From an optimization exercise on the open Yosys and OpenROAD flow, aimed at a short achievable clock period and few clock cycles; shortcuts taken in it are not production practice. Function was checked by simulation only, so behaviour that the tests miss may differ from the original. Power is estimated from default activity; no workload was simulated.

## avr_core
module avr_core (
	input  wire                    CLK,
	input  wire                    RST,
	output logic [16-1:0] prog_addr,
	input  wire [16-1:0]  prog_data,
	output logic [16-1:0] data_addr,
	output logic [8-1:0] data_wdata,
	output logic                   data_we,
	input  wire [8-1:0]  data_rdata
);
	localparam int NB = 8;   
	logic [31:0][7:0] rf;
	logic [7:0]  sreg;
	logic [15:0] fpc;        
	logic [15:0] fpc_o;      
	logic        r_valid;    
	logic        r_bpred;    
	logic [15:0] r_pc;       
	logic [15:0] r_pc1;      
	logic [15:0] ir;         
	logic        d_valid;
	logic        d_bpred;
	logic [15:0] d_pc;
	logic [15:0] d_pc1;
	logic        e_wait;     
	logic        e_wa, e_wb; 
	logic        e_alu;      
	logic        e_ldi;      
	logic        e_l28, e_l29, e_l30, e_l31;    
	logic        e_ld;       
	logic        e_st;       
	logic [4:0]  e_dst;
	logic        e_ysel;     
	logic [5:0]  e_q;        
	logic [7:0]  e_fmask;    
	logic        e_sub, e_usec;
	logic        e_sel_add, e_sel_and, e_sel_or, e_sel_eor, e_sel_mov, e_sel_swap, e_sel_lsr;
	logic        e_movld;    
	logic [7:0]  e_a, e_b;
	logic        e_cf;       
  ...
export LEC_CHECK = 0
export CAP_MARGIN = 20
export CORE_MARGIN = 2
export CORE_UTILIZATION = 40
export SETUP_SLACK_MARGIN = 5
export SLEW_MARGIN = 20
export SYNTH_HIERARCHICAL = 1
export SYNTH_MINIMUM_KEEP_SIZE = 0
export TNS_END_PERCENT = 10
create_clock -name core_clock -period 7.5 [get_ports {CLK}]
run.sh (not shown) runs the stock make flow with config.mk's settings and CLKGATE_MAP_FILE= SYNTH_SCRIPT=/design/flow/synth_recipe.tcl, a recipe that flattens the netlist after the stock synthesis.
The starting point finished clean.
Testbench counts at the start, summed over its fixed seeds: cycles 48,337.
Edit:
--- a/flow/design.v
+++ b/flow/design.v
@@ -244,13 +244,13 @@
 	input  wire [16-1:0]  prog_data,
 	output logic [16-1:0] data_addr,
 	output logic [8-1:0] data_wdata,
 	output logic                   data_we,
 	input  wire [8-1:0]  data_rdata
 );
-	localparam int NB = 8;   
+	localparam int NB = 16;  
 	logic [31:0][7:0] rf;
 	logic [7:0]  sreg;
 	logic [15:0] fpc;        
 	logic [15:0] fpc_o;      
 	logic        r_valid;    
 	logic        r_bpred;    
@@ -295,13 +295,13 @@
 	logic [15:0] daddr_q;
 	logic [7:0]  dwdata_q;
 	logic        dwe_q;
 	logic [NB-1:0]       bt_v;
 	logic [NB-1:0][15:0] bt_tag, bt_tgt;
 	logic [NB-1:0][1:0]  bt_ctr;
-	logic [2:0]          bt_ptr;
+	logic [3:0]          bt_ptr;
 	assign prog_addr  = fpc_o;
 	assign data_addr  = daddr_q;
 	assign data_wdata = dwdata_q;
 	assign data_we    = dwe_q;
 	logic [7:0] alu_res, newf;
 	logic       e_run;       
@@ -458,15 +458,32 @@
 	assign stall   = dv & hz_ld;
 	logic fwd_a, fwd_b;
 	assign fwd_a = q_fwa;
 	assign fwd_b = q_fwb;
 	logic [15:0] d_target, d_redir_addr;
 	logic        can_res, cond_now, tk_d, d_redir;
-	logic [15:0] r_trj, r_tbr, d_tgt_q;
-	avr_dtarget rtg (.pc1(r_pc1), .inst(prog_data), .t_rjmp(r_trj), .t_br(r_tbr));
-	assign d_target = d_tgt_q;
+	logic [7:0] r_lr, r_lb, r_hr0, r_hr1, r_hp, r_hm;
+	logic [8:0] r_lr_c, r_lb_c;
+	avr_pfx_add #(.W(8)) tlr  (.a(r_pc1[7:0]),  .b(pd[7:0]),                   .cin(1'b0), .s(r_lr),  .c(r_lr_c));
+	avr_pfx_add #(.W(8)) tlb  (.a(r_pc1[7:0]),  .b({pd[9], pd[9:3]}),          .cin(1'b0), .s(r_lb),  .c(r_lb_c));
+	avr_pfx_add #(.W(8)) thr0 (.a(r_pc1[15:8]), .b({{4{pd[11]}}, pd[11:8]}),   .cin(1'b0), .s(r_hr0), .c());
+	avr_pfx_add #(.W(8)) thr1 (.a(r_pc1[15:8]), .b({{4{pd[11]}}, pd[11:8]}),   .cin(1'b1), .s(r_hr1), .c());
+	avr_pfx_add #(.W(8)) thp  (.a(r_pc1[15:8]), .b(8'd0),                      .cin(1'b1), .s(r_hp),  .c());
+	avr_pfx_add #(.W(8)) thm  (.a(r_pc1[15:8]), .b(8'hFF),                     .cin(1'b0), .s(r_hm),  .c());
+	logic [7:0] t_lo, t_h0, t_h1, t_hm, t_hz;
+	logic       t_c, t_isbr, t_neg;
+	always_comb begin
+		if (!t_isbr)
+			d_target = {t_c ? t_h1 : t_h0, t_lo};
+		else if (t_c && !t_neg)
+			d_target = {t_h1, t_lo};
+		else if (!t_c && t_neg)
+			d_target = {t_hm, t_lo};
+		else
+			d_target = {t_hz, t_lo};
+	end
 	assign can_res  = q_canres;
 	assign cond_now = (|(sreg & d_soh)) == ~inst[10];
 	assign tk_d     = d_isrj | (d_isbr & cond_now);
 	assign d_redir  = dv & ((d_isrj | (d_isbr & can_res)) ? (tk_d ^ d_bpred) : (~d_isbr & d_bpred));
 	assign d_redir_addr = tk_d ? d_target : d_pc1;
 	logic [7:0] fmask;
@@ -535,13 +552,20 @@
 			q_fwb   <= dv & d_alu & (p_rb == ra);
 			q_elf   <= dv & i_ldi & (p_ra == ra);
 			q_canres <= ~|((dv ? fmask : 8'd0) & (8'd1 << pd[2:0]));
 			q_wha   <= (w_ld_n | w_res_n) & (p_ra == e_dst);
 			q_whb   <= (w_ld_n | w_res_n) & (p_rb == e_dst);
 			q_whz   <= w_ld_n & p_use_ptr & p_ptrhit(e_dst);
-			d_tgt_q <= prog_data[13] ? r_tbr : r_trj;    
+			t_isbr  <= pd[13];    
+			t_lo    <= pd[13] ? r_lb : r_lr;
+			t_c     <= pd[13] ? r_lb_c[8] : r_lr_c[8];
+			t_neg   <= pd[9];
+			t_h0    <= r_hr0;
+			t_h1    <= pd[13] ? r_hp : r_hr1;
+			t_hm    <= r_hm;
+			t_hz    <= r_pc1[15:8];
 			d_bpred <= r_bpred;
 			d_pc    <= r_pc;
 			d_pc1   <= r_pc1;
 		end
 	end
 	always_ff @(posedge CLK) begin
@@ -657,13 +681,13 @@
 					end
 			end else if (u_tk) begin
 				bt_v[bt_ptr]   <= 1'b1;
 				bt_tag[bt_ptr] <= e_pc;
 				bt_tgt[bt_ptr] <= e_tgt;
 				bt_ctr[bt_ptr] <= 2'b10;
-				bt_ptr         <= bt_ptr + 3'd1;
+				bt_ptr         <= bt_ptr + 4'd1;
 			end
 		end
 	end
 	always_ff @(posedge CLK) begin
 		if (RST)
 			sreg <= '0;
Non-clock buffer count grows by 234. Combinational power grows by well over a third. Wire length grows by well over a third. Worst setup slack got worse by 52 ps. Global-route usage grows by 1.1 points. Hold slack hardly moves. Design area grows by a quarter to a third. First-iteration DRC count grows by well over a third. Register-to-register slack got worse by 50 ps.
Testbench counts after the change, summed over its fixed seeds: cycles 48,209.

## what the ideal ports hide
The flow's constraints put no driver on any port. The routed layouts listed below were extracted and timed again, unchanged, in two steps. Step 1 sets driving cells, clkbuf_16 on the clock port and buf_2 on the other inputs (assumed; they add their load-dependent delay and slew). Step 2, shift: input delay + t, output delay - t, t = (earliest + latest rising clock arrival at the registers) / 2. This alone moves slack from input paths to output paths. a / b / c = ideal / step 1 / step 2; a / b = the first two.
run	shift t [ns]	setup slack, ns	worst register clock-pin slew, ns	worst data-port slew with drivers (ns)
the first run	0.802	4.451 / 4.451 / 3.742	0.07 / 0.07	0.13
the second run	0.873	4.399 / 4.399 / 3.700	0.07 / 0.07	0.20
After both steps setup and hold are still met in every run listed. The setup slack of the first run, which loses most, moves by 0.000 ns with the drivers and by -0.709 ns with both steps.
